Source: an optimization exercise on an open RTL-to-GDS flow (aim: a short achievable clock period and few clock cycles). Production flows keep margins and buffers that such runs may drop. Only simulation tests tie the RTL to the original design; equivalence was not proved. Power and IR drop assume default switching activity.

File: design/flow/design.v
package pwl_pkg;
  localparam int A_W   = 24;  
  localparam int B_W   = 16;  
  localparam int LEN_W = 16;  
  localparam int U_W   = 32;  
  localparam int R_W   = 33;  
  localparam int Y_W   = 16;  
  localparam int T_W   = 32;  
  localparam int P_W   = 11;  
  localparam int UP_CREDITS = 4;                     
  localparam int Q_DEPTH    = 8;                     
  localparam int Q_PTR_W    = $clog2(Q_DEPTH);
  localparam int Q_CNT_W    = $clog2(Q_DEPTH + 1);
  localparam int TX_CREDITS = 2;                     
  localparam int TXC_W      = $clog2(TX_CREDITS + 1);
  localparam int TOL_SHIFT = 2;   
  localparam int K_MAX     = 10;  
  localparam int ISQRT_D0  = 4;
  localparam int ISQRT_N2  = 2;
  localparam int ISQRT_LAT = ISQRT_N2 + (Y_W - ISQRT_D0 - 2 * ISQRT_N2);  
endpackage
`timescale 1ns/100ps
module pwl_seg_rx (
  input  logic                            clk,
  input  logic                            rst_n,
  input  logic                            rst_q,      
  input  logic                            in_valid,   
  input  logic [pwl_pkg::A_W-1:0]         in_a,
  input  logic signed [pwl_pkg::B_W-1:0]  in_b,
  input  logic [pwl_pkg::LEN_W-1:0]       in_len,
  output logic                            in_credit,  
  output logic                            rx_valid,   
  output logic [pwl_pkg::A_W-1:0]         rx_a,
  output logic signed [pwl_pkg::B_W-1:0]  rx_b,
  output logic [pwl_pkg::LEN_W-1:0]       rx_lm1,     
  input  logic                            rx_take,    
  output logic signed [pwl_pkg::R_W-1:0]  cur_uf,     
  output logic                            cur_ok,     
  input  logic                            rx_free     
);
  localparam int A_W   = pwl_pkg::A_W;
  localparam int B_W   = pwl_pkg::B_W;
  localparam int L_W   = pwl_pkg::LEN_W;
  localparam int R_W   = pwl_pkg::R_W;
  localparam int QD    = pwl_pkg::Q_DEPTH;
  localparam int QP_W  = pwl_pkg::Q_PTR_W;
  localparam int QC_W  = pwl_pkg::Q_CNT_W;
  logic            s0_v;
  logic [A_W-1:0]  s0_a;
  logic [B_W-1:0]  s0_b;
  logic [L_W-1:0]  s0_len;
  logic [QP_W-1:0] wr_ptr;    
  always_ff @(posedge clk) begin
    s0_v   <= in_valid;   
    s0_a   <= in_a;
    s0_b   <= in_b;
    s0_len <= in_len;
  end
  localparam int PP_W = B_W + 2;
  logic                  s1_v;
  logic [QP_W-1:0]       s1_i;
  logic [A_W-1:0]        s1_a;
  logic signed [PP_W-1:0] s1_p [8];
  logic signed [PP_W-1:0] b1;     
  logic signed [PP_W-1:0] b2;
  logic signed [PP_W-1:0] b3;
  assign b1 = $signed(s0_b);
  assign b2 = b1 <<< 1;
  assign b3 = b1 + b2;
  always_ff @(posedge clk) begin
    if (!rst_q) s1_v <= 1'b0;
    else        s1_v <= s0_v;
    s1_i   <= wr_ptr;
    s1_a   <= s0_a;
    for (int i = 0; i < 8; i++) begin
      case (s0_len[2*i +: 2])
        2'd0:    s1_p[i] <= '0;
        2'd1:    s1_p[i] <= b1;
        2'd2:    s1_p[i] <= b2;
        default: s1_p[i] <= b3;
      endcase
    end
  end
  localparam int Q_W = B_W + 5;
  logic                  s2_v;
  logic [QP_W-1:0]       s2_i;
  logic [A_W-1:0]        s2_a;
  logic signed [Q_W-1:0] s2_q [4];
  always_ff @(posedge clk) begin
    if (!rst_q) s2_v <= 1'b0;
    else        s2_v <= s1_v;
    s2_i   <= s1_i;
    s2_a   <= s1_a;
    for (int i = 0; i < 4; i++)
      s2_q[i] <= s1_p[2*i] + (s1_p[2*i+1] <<< 2);
  end
  localparam int H_W = B_W + 9;
  logic                  s3_v;
  logic [QP_W-1:0]       s3_i;
  logic [A_W-1:0]        s3_a;
  logic signed [H_W-1:0] s3_r [2];
  always_ff @(posedge clk) begin
    if (!rst_q) s3_v <= 1'b0;
    else        s3_v <= s2_v;
    s3_i   <= s2_i;
    s3_a   <= s2_a;
    for (int i = 0; i < 2; i++)
      s3_r[i] <= s2_q[2*i] + (s2_q[2*i+1] <<< 4);
  end
  logic                  s4_v;
  logic [QP_W-1:0]       s4_i;
  logic [A_W-1:0]        s4_a;
  logic signed [R_W-1:0] s4_lo;
  logic signed [H_W-1:0] s4_hi;
  logic signed [R_W-1:0] r0;
  assign r0 = s3_r[0];
  always_ff @(posedge clk) begin
    if (!rst_q) s4_v <= 1'b0;
    else        s4_v <= s3_v;
    s4_i   <= s3_i;
    s4_a   <= s3_a;
    s4_lo  <= $signed({{(R_W-A_W){1'b0}}, s3_a}) + r0;
    s4_hi  <= s3_r[1];
  end
  logic signed [R_W-1:0] hi;
  logic signed [R_W-1:0] wr_uf;
  assign hi    = s4_hi;
  assign wr_uf = s4_lo + (hi <<< 8);
  logic [A_W-1:0]  mem_a   [QD];
  logic [B_W-1:0]  mem_b   [QD];
  logic [L_W-1:0]  mem_lm1 [QD];
  logic [R_W-1:0]  mem_uf  [QD];
  logic [QD-1:0]   ufv;
  logic [QP_W-1:0] rd_ptr;    
  logic [QP_W-1:0] cur;       
  logic            uf_we;
  assign uf_we = s4_v && rst_q;
  always_ff @(posedge clk) begin
    if (s0_v) begin
      mem_a[wr_ptr]   <= s0_a;
      mem_b[wr_ptr]   <= s0_b;
      mem_lm1[wr_ptr] <= s0_len - 1'b1;
    end
    if (uf_we) mem_uf[s4_i] <= wr_uf;
    for (int i = 0; i < QD; i++) begin
      if (s0_v && wr_ptr == i)     ufv[i] <= 1'b0;
      else if (uf_we && s4_i == i) ufv[i] <= 1'b1;
    end
  end
  assign rx_a   = mem_a[rd_ptr];
  assign rx_b   = mem_b[rd_ptr];
  assign rx_lm1 = mem_lm1[rd_ptr];
  logic hit_head;   
  logic hit_cur;    
  assign hit_head = uf_we && (s4_i == rd_ptr);
  assign hit_cur  = uf_we && (s4_i == cur);
  always_ff @(posedge clk) begin
    if (rx_take) begin
      cur    <= rd_ptr;
      cur_uf <= hit_head ? wr_uf : mem_uf[rd_ptr];
      cur_ok <= hit_head || ufv[rd_ptr];
    end else begin
      if (hit_cur) cur_uf <= wr_uf;
      cur_ok <= cur_ok || hit_cur;
    end
  end
  logic [QC_W-1:0] ucnt;     
  logic [QC_W-1:0] ucnt_in;  
  logic            ne_keep;  
  logic            ne_take;  
  assign ucnt_in = ucnt + s0_v;
  assign ne_keep = (ucnt != '0) || s0_v;
  assign ne_take = (ucnt_in > 1);
  always_ff @(posedge clk) begin
    if (!rst_q) begin
      wr_ptr   <= '0;
      rd_ptr   <= '0;
      ucnt     <= '0;
      rx_valid <= 1'b0;
    end else begin
      if (s0_v)    wr_ptr <= wr_ptr + 1'b1;
      if (rx_take) rd_ptr <= rd_ptr + 1'b1;
      ucnt     <= rx_take ? ucnt_in - 1'b1 : ucnt_in;
      rx_valid <= rx_take ? ne_take : ne_keep;   
    end
  end
  logic [2:0]      owed;
  logic [QC_W-1:0] held;
  logic            free_q;
  logic            give;
  assign give = ((owed != '0) || s0_v) && (held - free_q < QD);
  always_ff @(posedge clk) begin
    if (!rst_q) begin
      owed  <= '0;
      held  <= pwl_pkg::UP_CREDITS;
      free_q <= 1'b0;
    end else begin
      owed  <= owed + s0_v - give;
      held  <= held - free_q + give;
      free_q <= rx_free;
    end
  end
  always_ff @(posedge clk) begin
    if (!rst_n || !rst_q) in_credit <= 1'b0;
    else                  in_credit <= give;
  end
endmodule
`timescale 1ns/100ps
module pwl_isqrt (
  input  logic                     clk,
  input  logic                     sq_en,    
  input  logic [pwl_pkg::U_W-1:0]  sq_arg,
  output logic [pwl_pkg::Y_W-1:0]  sq_root
);
  localparam int U_W = pwl_pkg::U_W;
  localparam int Y_W = pwl_pkg::Y_W;
  localparam int RW  = Y_W + 4;                  
  localparam int NS  = pwl_pkg::ISQRT_LAT + 1;   
  localparam int D0  = pwl_pkg::ISQRT_D0;
  localparam int N2  = pwl_pkg::ISQRT_N2;
  function automatic int first_digit(input int s);
    if (s == 0)       first_digit = 0;
    else if (s <= N2) first_digit = D0 + 2 * (s - 1);
    else              first_digit = D0 + 2 * N2 + (s - 1 - N2);
  endfunction
  logic [U_W-1:0] arg  [NS];  
  logic [RW-1:0]  rem  [NS];  
  logic [Y_W-1:0] root [NS];  
  assign arg[0]  = sq_arg;
  assign rem[0]  = '0;
  assign root[0] = '0;
  for (genvar s = 0; s < NS; s++) begin : g_stage
    localparam int FD = first_digit(s);
    localparam int ND = first_digit(s + 1) - FD;
    logic [RW-1:0]  r  [ND+1];
    logic [Y_W-1:0] q  [ND+1];
    assign r[0] = rem[s];
    assign q[0] = root[s];
    for (genvar d = 0; d < ND; d++) begin : g_digit
      localparam logic [RW-1:0] MASK = ({{(RW-1){1'b0}}, 1'b1} << (FD + d + 2)) - 1'b1;
      logic [RW-1:0] rem_sh;  
      logic [RW-1:0] trial;   
      logic [RW-1:0] diff;
      logic          borrow;  
      assign rem_sh = {r[d][RW-3:0], arg[s][U_W-1-2*d -: 2]};
      assign trial  = {2'b00, q[d], 2'b01};
      assign {borrow, diff} = {1'b0, rem_sh} - {1'b0, trial};
      assign r[d+1] = (borrow ? rem_sh : diff) & MASK;
      assign q[d+1] = {q[d][Y_W-2:0], !borrow};
    end
    if (s < NS - 1) begin : g_reg
      always_ff @(posedge clk) if (sq_en) begin
        arg[s+1]  <= arg[s] << (2 * ND);
        rem[s+1]  <= r[ND];
        root[s+1] <= q[ND];
      end
    end else begin : g_out
      assign sq_root = q[ND];   
    end
  end
endmodule
`timescale 1ns/100ps
module pwl_sqrt_seg (
  input  logic                            clk,
  input  logic                            rst_q,     
  input  logic                            rx_valid,
  input  logic [pwl_pkg::A_W-1:0]         rx_a,
  input  logic signed [pwl_pkg::B_W-1:0]  rx_b,
  input  logic [pwl_pkg::LEN_W-1:0]       rx_lm1,
  output logic                            rx_take,   
  input  logic signed [pwl_pkg::R_W-1:0]  cur_uf,    
  input  logic                            cur_ok,    
  output logic                            rx_free,   
  output logic                            pc_valid,
  output logic [pwl_pkg::P_W-1:0]         pc_len,
  output logic [pwl_pkg::Y_W-1:0]         pc_y0,
  output logic [pwl_pkg::Y_W-1:0]         pc_y1,
  input  logic                            pc_adv     
);
  localparam int A_W  = pwl_pkg::A_W;
  localparam int B_W  = pwl_pkg::B_W;
  localparam int L_W  = pwl_pkg::LEN_W;
  localparam int U_W  = pwl_pkg::U_W;
  localparam int R_W  = pwl_pkg::R_W;
  localparam int Y_W  = pwl_pkg::Y_W;
  localparam int P_W  = pwl_pkg::P_W;
  localparam int KN   = pwl_pkg::K_MAX + 1;        
  localparam int LAT  = pwl_pkg::ISQRT_LAT;
  logic                  gv;     
  logic signed [R_W-1:0] acc;    
  logic [L_W-1:0]        lm1;    
  logic signed [B_W-1:0] b;
  logic [KN-1:0] ge;
  logic [KN-1:0] h;
  always_comb begin
    ge[0] = 1'b1;
    for (int j = 1; j < KN; j++)
      ge[j] = !acc[R_W-1] && (acc[U_W-1:0] >> (2 * (j + pwl_pkg::TOL_SHIFT))) != '0;
    for (int j = 0; j < KN - 1; j++)
      h[j] = ge[j] && !ge[j+1];
    h[KN-1] = ge[KN-1];
  end
  logic signed [R_W-1:0] sum  [KN];
  logic [L_W-1:0]        lsub [KN];
  logic [KN-1:0]         fits;   
  logic signed [R_W-1:0] bx;     
  assign bx = b;
  for (genvar j = 0; j < KN; j++) begin : g_cand
    assign sum[j]  = acc + (bx <<< j);
    assign lsub[j] = lm1 - ({{(L_W-1){1'b0}}, 1'b1} << j);
    assign fits[j] = (lm1 >> j) == '0;
  end
  logic signed [R_W-1:0] sumk;
  logic [L_W-1:0]        lsubk;
  logic                  last;
  always_comb begin
    sumk  = '0;
    lsubk = '0;
    for (int j = 0; j < KN; j++) begin
      sumk  = sumk  | (sum[j]  & {R_W{h[j]}});
      lsubk = lsubk | (lsub[j] & {L_W{h[j]}});
    end
    last = |(h & fits);
  end
  logic go;     
  logic take;   
  assign go      = gv && pc_adv && (cur_ok || !last);
  assign take    = rx_valid && (!gv || (go && last));
  assign rx_take = take;
  assign rx_free = go && last;
  always_ff @(posedge clk) begin
    if (!rst_q)          gv <= 1'b0;
    else if (take)       gv <= 1'b1;
    else if (go && last) gv <= 1'b0;
  end
  always_ff @(posedge clk) begin
    if (take) begin
      lm1 <= rx_lm1;
    end else if (go) begin
      lm1 <= lsubk;
    end
  end
  logic signed [R_W-1:0] acc_nx;
  logic signed [R_W-1:0] acc_cp;
  logic signed [B_W-1:0] b_cp;
  assign acc_nx = take ? $signed({{(R_W-A_W){1'b0}}, rx_a}) : sumk;
  always_ff @(posedge clk) begin
    acc    <= (take || go) ? acc_nx : acc_cp;
    acc_cp <= (take || go) ? acc_nx : acc;
    b      <= take ? rx_b : b_cp;
    b_cp   <= take ? rx_b : b;
  end
  logic                  p1_v;
  logic signed [R_W-1:0] p1_u0;
  logic signed [R_W-1:0] p1_sum;
  logic signed [R_W-1:0] p1_uf;
  logic                  p1_last;
  logic [KN-1:0]         p1_h;
  logic [P_W-1:0]        p1_lm1;
  always_ff @(posedge clk) begin
    if (!rst_q)      p1_v <= 1'b0;
    else if (pc_adv) p1_v <= go;
  end
  always_ff @(posedge clk) if (pc_adv) begin
    p1_u0   <= acc;
    p1_sum  <= sumk;
    p1_uf   <= cur_uf;
    p1_last <= last;
    p1_h    <= h;
    p1_lm1  <= lm1[P_W-1:0];   
  end
  logic signed [R_W-1:0] p1_u1;
  logic [U_W-1:0]        u0;
  logic [U_W-1:0]        u1;
  logic [P_W-1:0]        plen;
  assign p1_u1 = p1_last ? p1_uf : p1_sum;
  assign u0    = p1_u0[R_W-1] ? '0 : p1_u0[U_W-1:0];
  assign u1    = p1_u1[R_W-1] ? '0 : p1_u1[U_W-1:0];
  assign plen  = p1_last ? p1_lm1 + 1'b1 : p1_h;
  pwl_isqrt i_sq0 (.clk(clk), .sq_en(pc_adv), .sq_arg(u0), .sq_root(pc_y0));
  pwl_isqrt i_sq1 (.clk(clk), .sq_en(pc_adv), .sq_arg(u1), .sq_root(pc_y1));
  logic           dv [LAT+1];
  logic [P_W-1:0] dl [LAT+1];
  assign dv[0] = p1_v;
  assign dl[0] = plen;
  for (genvar n = 0; n < LAT; n++) begin : g_dly
    always_ff @(posedge clk) begin
      if (!rst_q)      dv[n+1] <= 1'b0;
      else if (pc_adv) dv[n+1] <= dv[n];
    end
    always_ff @(posedge clk) if (pc_adv) dl[n+1] <= dl[n];
  end
  assign pc_valid = dv[LAT];
  assign pc_len   = dl[LAT];
endmodule
`timescale 1ns/100ps
module pwl_seg_tx (
  input  logic                       clk,
  input  logic                       rst_n,
  input  logic                       rst_q,      
  input  logic                       pc_valid,
  input  logic [pwl_pkg::P_W-1:0]    pc_len,
  input  logic [pwl_pkg::Y_W-1:0]    pc_y0,
  input  logic [pwl_pkg::Y_W-1:0]    pc_y1,
  output logic                       pc_adv,     
  output logic                       out_valid,
  output logic [pwl_pkg::T_W-1:0]    out_t,
  output logic [pwl_pkg::LEN_W-1:0]  out_len,
  output logic [pwl_pkg::Y_W-1:0]    out_y0,
  output logic [pwl_pkg::Y_W-1:0]    out_y1,
  input  logic                       out_credit   
);
  localparam int T_W = pwl_pkg::T_W;
  localparam int L_W = pwl_pkg::LEN_W;
  localparam int P_W = pwl_pkg::P_W;
  logic                       full;      
  logic [pwl_pkg::TXC_W-1:0]  cnt;       
  logic [pwl_pkg::TXC_W-1:0]  cnt_left;  
  logic                       full_nx;
  logic [T_W-1:0]             tacc;      
  assign pc_adv   = out_valid || !full;
  assign full_nx  = pc_adv ? pc_valid : full;
  assign cnt_left = cnt - out_valid;
  always_ff @(posedge clk) begin
    if (!rst_q) begin
      full <= 1'b0;
      cnt  <= pwl_pkg::TX_CREDITS;
      tacc <= '0;
    end else begin
      full <= full_nx;
      cnt  <= cnt_left + out_credit;
      if (pc_adv && pc_valid) tacc <= tacc + {{(T_W-P_W){1'b0}}, pc_len};
    end
  end
  always_ff @(posedge clk) begin
    if (!rst_n || !rst_q) out_valid <= 1'b0;
    else                  out_valid <= full_nx && ((cnt_left != '0) || out_credit);
  end
  localparam int E_W = T_W + P_W + 2 * pwl_pkg::Y_W;
  logic           load;
  logic [E_W-1:0] pc_e;    
  logic [E_W-1:0] hold;    
  assign load = pc_adv && pc_valid;
  assign pc_e = {tacc, pc_len, pc_y0, pc_y1};
  assign out_len[L_W-1:P_W] = '0;   
  always_ff @(posedge clk) begin
    hold <= load ? pc_e : {out_t, out_len[P_W-1:0], out_y0, out_y1};
  end
  always_ff @(posedge clk) begin
    {out_t, out_len[P_W-1:0], out_y0, out_y1} <= load ? pc_e : hold;
  end
endmodule
`timescale 1ns/100ps
module pwl_sqrt_top (
  input  logic                            clk,
  input  logic                            rst_n,
  input  logic                            in_valid,
  input  logic [pwl_pkg::A_W-1:0]         in_a,
  input  logic signed [pwl_pkg::B_W-1:0]  in_b,
  input  logic [pwl_pkg::LEN_W-1:0]       in_len,
  output logic                            in_credit,
  output logic                            out_valid,
  output logic [pwl_pkg::T_W-1:0]         out_t,
  output logic [pwl_pkg::LEN_W-1:0]       out_len,
  output logic [pwl_pkg::Y_W-1:0]         out_y0,
  output logic [pwl_pkg::Y_W-1:0]         out_y1,
  input  logic                            out_credit
);
  logic rst_q;
  always_ff @(posedge clk) rst_q <= rst_n;
  logic                           rx_valid;
  logic [pwl_pkg::A_W-1:0]        rx_a;
  logic signed [pwl_pkg::B_W-1:0] rx_b;
  logic [pwl_pkg::LEN_W-1:0]      rx_lm1;
  logic                           rx_take;
  logic signed [pwl_pkg::R_W-1:0] cur_uf;
  logic                           cur_ok;
  logic                           rx_free;
  logic                       pc_valid;
  logic [pwl_pkg::P_W-1:0]    pc_len;
  logic [pwl_pkg::Y_W-1:0]    pc_y0;
  logic [pwl_pkg::Y_W-1:0]    pc_y1;
  logic                       pc_adv;
  pwl_seg_rx i_rx (
    .clk(clk), .rst_n(rst_n), .rst_q(rst_q),
    .in_valid(in_valid), .in_a(in_a), .in_b(in_b), .in_len(in_len), .in_credit(in_credit),
    .rx_valid(rx_valid), .rx_a(rx_a), .rx_b(rx_b), .rx_lm1(rx_lm1),
    .rx_take(rx_take), .cur_uf(cur_uf), .cur_ok(cur_ok), .rx_free(rx_free)
  );
  pwl_sqrt_seg i_seg (
    .clk(clk), .rst_q(rst_q),
    .rx_valid(rx_valid), .rx_a(rx_a), .rx_b(rx_b), .rx_lm1(rx_lm1),
    .rx_take(rx_take), .cur_uf(cur_uf), .cur_ok(cur_ok), .rx_free(rx_free),
    .pc_valid(pc_valid), .pc_len(pc_len),
    .pc_y0(pc_y0), .pc_y1(pc_y1), .pc_adv(pc_adv)
  );
  pwl_seg_tx i_tx (
    .clk(clk), .rst_n(rst_n), .rst_q(rst_q),
    .pc_valid(pc_valid), .pc_len(pc_len),
    .pc_y0(pc_y0), .pc_y1(pc_y1), .pc_adv(pc_adv),
    .out_valid(out_valid), .out_t(out_t), .out_len(out_len),
    .out_y0(out_y0), .out_y1(out_y1), .out_credit(out_credit)
  );
endmodule
File: design/flow/flow/run.sh
#!/bin/bash
# The standard layout (standard.sh: the standard flow's synthesis and ORFS from floorplan
# to finish) with the same clock and constraints, but with synthesis mapped for
# a short cycle and timing repair asked to leave more setup slack than the
# 15 ns clock needs, so the layout reaches a shorter period.
set -euo pipefail
bash standard.sh SETUP_SLACK_MARGIN=11 finish > standard.log 2>&1
File: design/flow/standard.sh
#!/bin/bash
# synth_recipe.tcl (not shown) runs the flow's synth.tcl, then flattens the netlist and writes it again
# the make line also repeats each setting of config.mk as NAME=value (left out here)
make -C /OpenROAD-flow-scripts/flow DESIGN_CONFIG=/design/flow/config.mk WORK_HOME=/design/flow/orfs CLKGATE_MAP_FILE= SYNTH_SCRIPT=/design/flow/synth_recipe.tcl "${@:-finish}"
File: design/flow/config.mk
export PLATFORM = sky130hd
export DESIGN_NAME = pwl_sqrt_top
export DESIGN_NICKNAME = pwl_sqrt_top
export VERILOG_FILES = /design/flow/design.v
export SDC_FILE = /design/flow/constraint.sdc
export NUM_CORES = 4
export LEC_CHECK = 0
export ABC_CLOCK_PERIOD_IN_PS = 4000
export CAP_MARGIN = 20
export CORE_MARGIN = 2
export CORE_UTILIZATION = 55
export CTS_CLUSTER_DIAMETER = 100
export CTS_CLUSTER_SIZE = 30
export PLACE_DENSITY = 0.68
export SLEW_MARGIN = 20
File: design/flow/constraint.sdc
create_clock -name core_clock -period 15.0 [get_ports {clk}]
set_input_delay 3.0000 -clock core_clock [delete_from_list [all_inputs] [get_ports {clk}]]
set_output_delay 3.0000 -clock core_clock [all_outputs]
set_load 0.01 [all_outputs]
==> impl_metrics.yaml <==
status:
  status: "no timing/DRC/antenna violations"
floorplanning:
  fp-row-count: 169
  io_pins: 142
  dieWidth_um: 465
  core_area_mm2: 0.211
  start_util_pct: 55.2
  dieArea_mm2: 0.216
  die_h_um: 465
global_route:
  grt_pass1_wl_um: 476000
  grt.total_usage_pct: 28.9
  grt_max_degree: 181
  antenna_found_initial: 16
  grt_pass1_vias: 76800
  gr-total-overflow: 0
power_and_ir_drop:
  clockPowerShare_pct: 10.6
  p_sw_mw: 14.2
  powerDensity_mw_per_mm2: 257
  vdd_ir_drop_max_mv: 0.188
  p_int_mw: 18.9
  sw_frac_of_total_pct: 42.9
  p_seq_share_pct: 33.8
  pwr-share-comb_pct: 55.6
  p_leak_nw: 50.2
yosys:
  synth_cells: 9925
  synthXorXnorAreaFrac_pct: 3.92
  ys_top_cells_by_count: "edfxtp_1 (1656), nand2_1 (892), dfxtp_1 (803)"
  synthArstFlopShare_pct: 0
  syn-cell-area_mm2: 0.117
  ys.flop_type: "edfxtp_1"
  synth_compound_area_share_pct: 13.0
  synth.most_common_cell: "edfxtp_1"
  ys_seq_elements: 2459
  ys_types: 101
  synth_top_area_share_pct: 42.6
  synth_fa_ha_area_share_pct: 7.60
  avgSynthCellArea_um2: 11.8
  yosysTopAreaCell: "edfxtp_1"
  synth_seq_area_share_pct: 56.4
  synthMuxAreaShare_pct: 6.12
  ys_warn_count: 37
  synth_top_family_by_area: "compound AO/OA/AOI/OAI gates"
  synth_edf_count: 1656
  ys_top_cells_by_area: "edfxtp_1 (43%), dfxtp_1 (14%), ha_1 (7.2%), mux4_2 (3.5%), nand2_1 (2.9%)"
  synth-simple-area-share_pct: 9.91
critical_path:
  crit_chain: "buf_6"
  arrival_ns: 1.33
  critPathBufInv: 1
  endpoint_kind: "output pin"
  path_max_fanout: 1
  crit_slowest_cell: "dfxtp_4"
  startpoint: "i_rx.in_credit$_SDFF_PP0_"
  r2r_start: "i_seg.b[0]$_DFF_P_"
  critical_path_class: "reg2out"
  crit_family: "flip-flops"
  start_kind: "register"
  slowest_delay_ns: 0.40
  required_ns: 12.00
placed_design:
  dp_slack_ns: 9.31
  place.gp.congestion: 1.03
  port_buffers: 136
  dp_hpwl_um: 221000
  postPlaceCellArea_mm2: 0.122
worst_hold_path:
  hold_class: "reg2reg"
  min-delay-start: "i_rx.s1_i[2]$_DFF_P_"
sta:
  setup_ws_ns: 10.67
  relSlewSlack_pct: 26.2
  fin_setup_tns_ns: 0
  fin_skew_ns: 0.0604
  finalCritPeriodShare_pct: 28.8
  drv_slew: 0
  worst_slew_pin_slew_ns: 1.10
  setup_viol: 0
  hold_violations: 0
  max_freq_mhz: 231
  period_minus_slack_ns: 4.33
  rsz0062_at_grt: "yes"
cts:
  clk_latency_ns: 0.83
  clock_path_buffers: 3
  worst_setup_hold_path_clk_slew_ns: 0.11
  root_buffer: "clkbuf_16"
  htreeDepth: 3
  cts_tree: "built"
  cts_hold_buf: 0
  cts.sinks: 2459
  numCtsBuffers: 101
job:
  cap_violations: 0
drt:
  wirelength_um: 321000
  routedWlPerCell_um: 24.5
  drtAntennaViolNets: 0
  via_count: 79700
  drc: 0
  firstDrtPassIters: 6
  avgViaCountPerCell: 6.11
  drtIter0Drc: 7821
finish:
  fin_area_mm2: 0.129
  area_delta_synth_final_pct: 10.5
  nets: 10900
  drive_gt1_share_pct: 13.7
-- power groups by stage --
stage | sequential, mW | clock [mW] | combinational [mW]
after floorplan | 10.7 | 0 | 12.0
after global placement | 11.3 | 0 | 15.9
after detailed placement | 11.4 | 0 | 16.2
after CTS | 11.2 | 3.62 | 17.1
after global routing | 11.4 | 3.84 | 19.9
final | 11.2 | 3.53 | 18.4
-- per-stage QoR --
step	power, mW	hold slack, ns	std cells	utilization, %
finish	33.2	0.323	13100	60.9
global route	35.2	0.319	13100	60.9
CTS	32.0	0.312	12900	60.0
detailed placement	27.6	0.312	12700	57.5
global placement	27.2	0.310	12700	57.5
floorplan	22.7	0.310	9929	-
-- registers in the layout, summed over array words and instances, names as in the netlist, 50 cells and up, named ones only --
name,flops
i_rx.mem_a,192
i_tx.hold,75
i_rx.mem_uf,264
i_seg.i_sq0.root,102
i_seg.i_sq1.root,102
i_seg.i_sq1.arg,116
i_seg.i_sq1.rem,112
i_rx.mem_lm1,128
i_seg.dl,110
i_rx.s3_r,50
i_rx.mem_b,128
i_rx.s2_q,84
i_seg.i_sq0.arg,116
i_seg.i_sq0.rem,112
i_rx.s1_p,144
-- cell families (layout without fill, tap and decap cells) --
family | after synthesis | in the layout
multiplexers | 470 | 471
adder cells (fa/ha/maj) | 695 | 695
flip-flops | 2459 | 2459
buffers and inverters | 912 | 1205
AND/OR/NAND/NOR | 2538 | 2541
other | 1 | 18
XOR/XNOR | 522 | 522
AO/OA/AOI/OAI | 2328 | 2328
-- area by class of cell --
class	count	area, um^2
antenna	13	32.5
timing repair buffer	467	4490
clock buffer	153	2760
tap	2821	3530
sequential	2459	66000
fill	16700	82600
inverter	552	2120
multi-input combinational	6562	49400
clock inverter	33	558
-- placed cells by master, fill, tap and decap left out, types with 183 or more instances in the layout --
cell type,n
edfxtp_1,1656
nand2_1,880
nor2_1,732
dfxtp_1,690
ha_1,645
a21oi_1,582
inv_1,523
o21ai_0,459
xnor2_1,360
buf_4,281
a21o_1,183
-- what timing repair did --
action | in CTS | in global routing
gates cloned | 8 | 6
buffers inserted | 74 | 94
gates resized for setup | 749 | 245
pin swaps | 47 | 91
setup endpoints to repair | 536 | 603
-- final timing paths --
check / end / slack, ns / cells past startpoint
max: in_credit / 10.67 / 1
min: i_rx.s2_i[2]$_DFF_P_ / 0.32 / 0
max reg2reg: i_seg.acc_cp[26]$_DFF_P_ / 10.91 / 15
min reg2reg: i_rx.s2_i[2]$_DFF_P_ / 0.32 / 0
-- layer usage --
layer	up-vias	track usage [%]	routed length [um]
met5	-	0	79
met3	719	4.56	24100
met4	12	14.2	18100
li1	36900	-	-
met2	3123	45.8	146000
met1	39000	38.9	133000
Testbench counts, summed over its fixed seeds: cycles 13,259.

## re-timing with driven ports
How much do the figures lean on ideal ports? The routed layout below was timed once more, with nothing changed but the port constraints. Step 1: set_driving_cell puts a clkbuf_16 on clk and a buf_2 on each other input, an assumption about the parent block. Step 2, shift: input delay + t, output delay - t, t = (earliest + latest rising clock arrival at the registers) / 2. This alone moves slack from input paths to output paths. Three values: ideal ports, drivers, drivers and shift; two values: the first two.
shift t [ns]: 0.889
setup WS [ns]: 10.674 / 10.584 / 10.890
worst setup path at the end: input to register
After both steps this run still meets setup and hold. For this run, drivers alone change the setup slack by -0.090 ns; drivers and shift together by +0.216 ns.
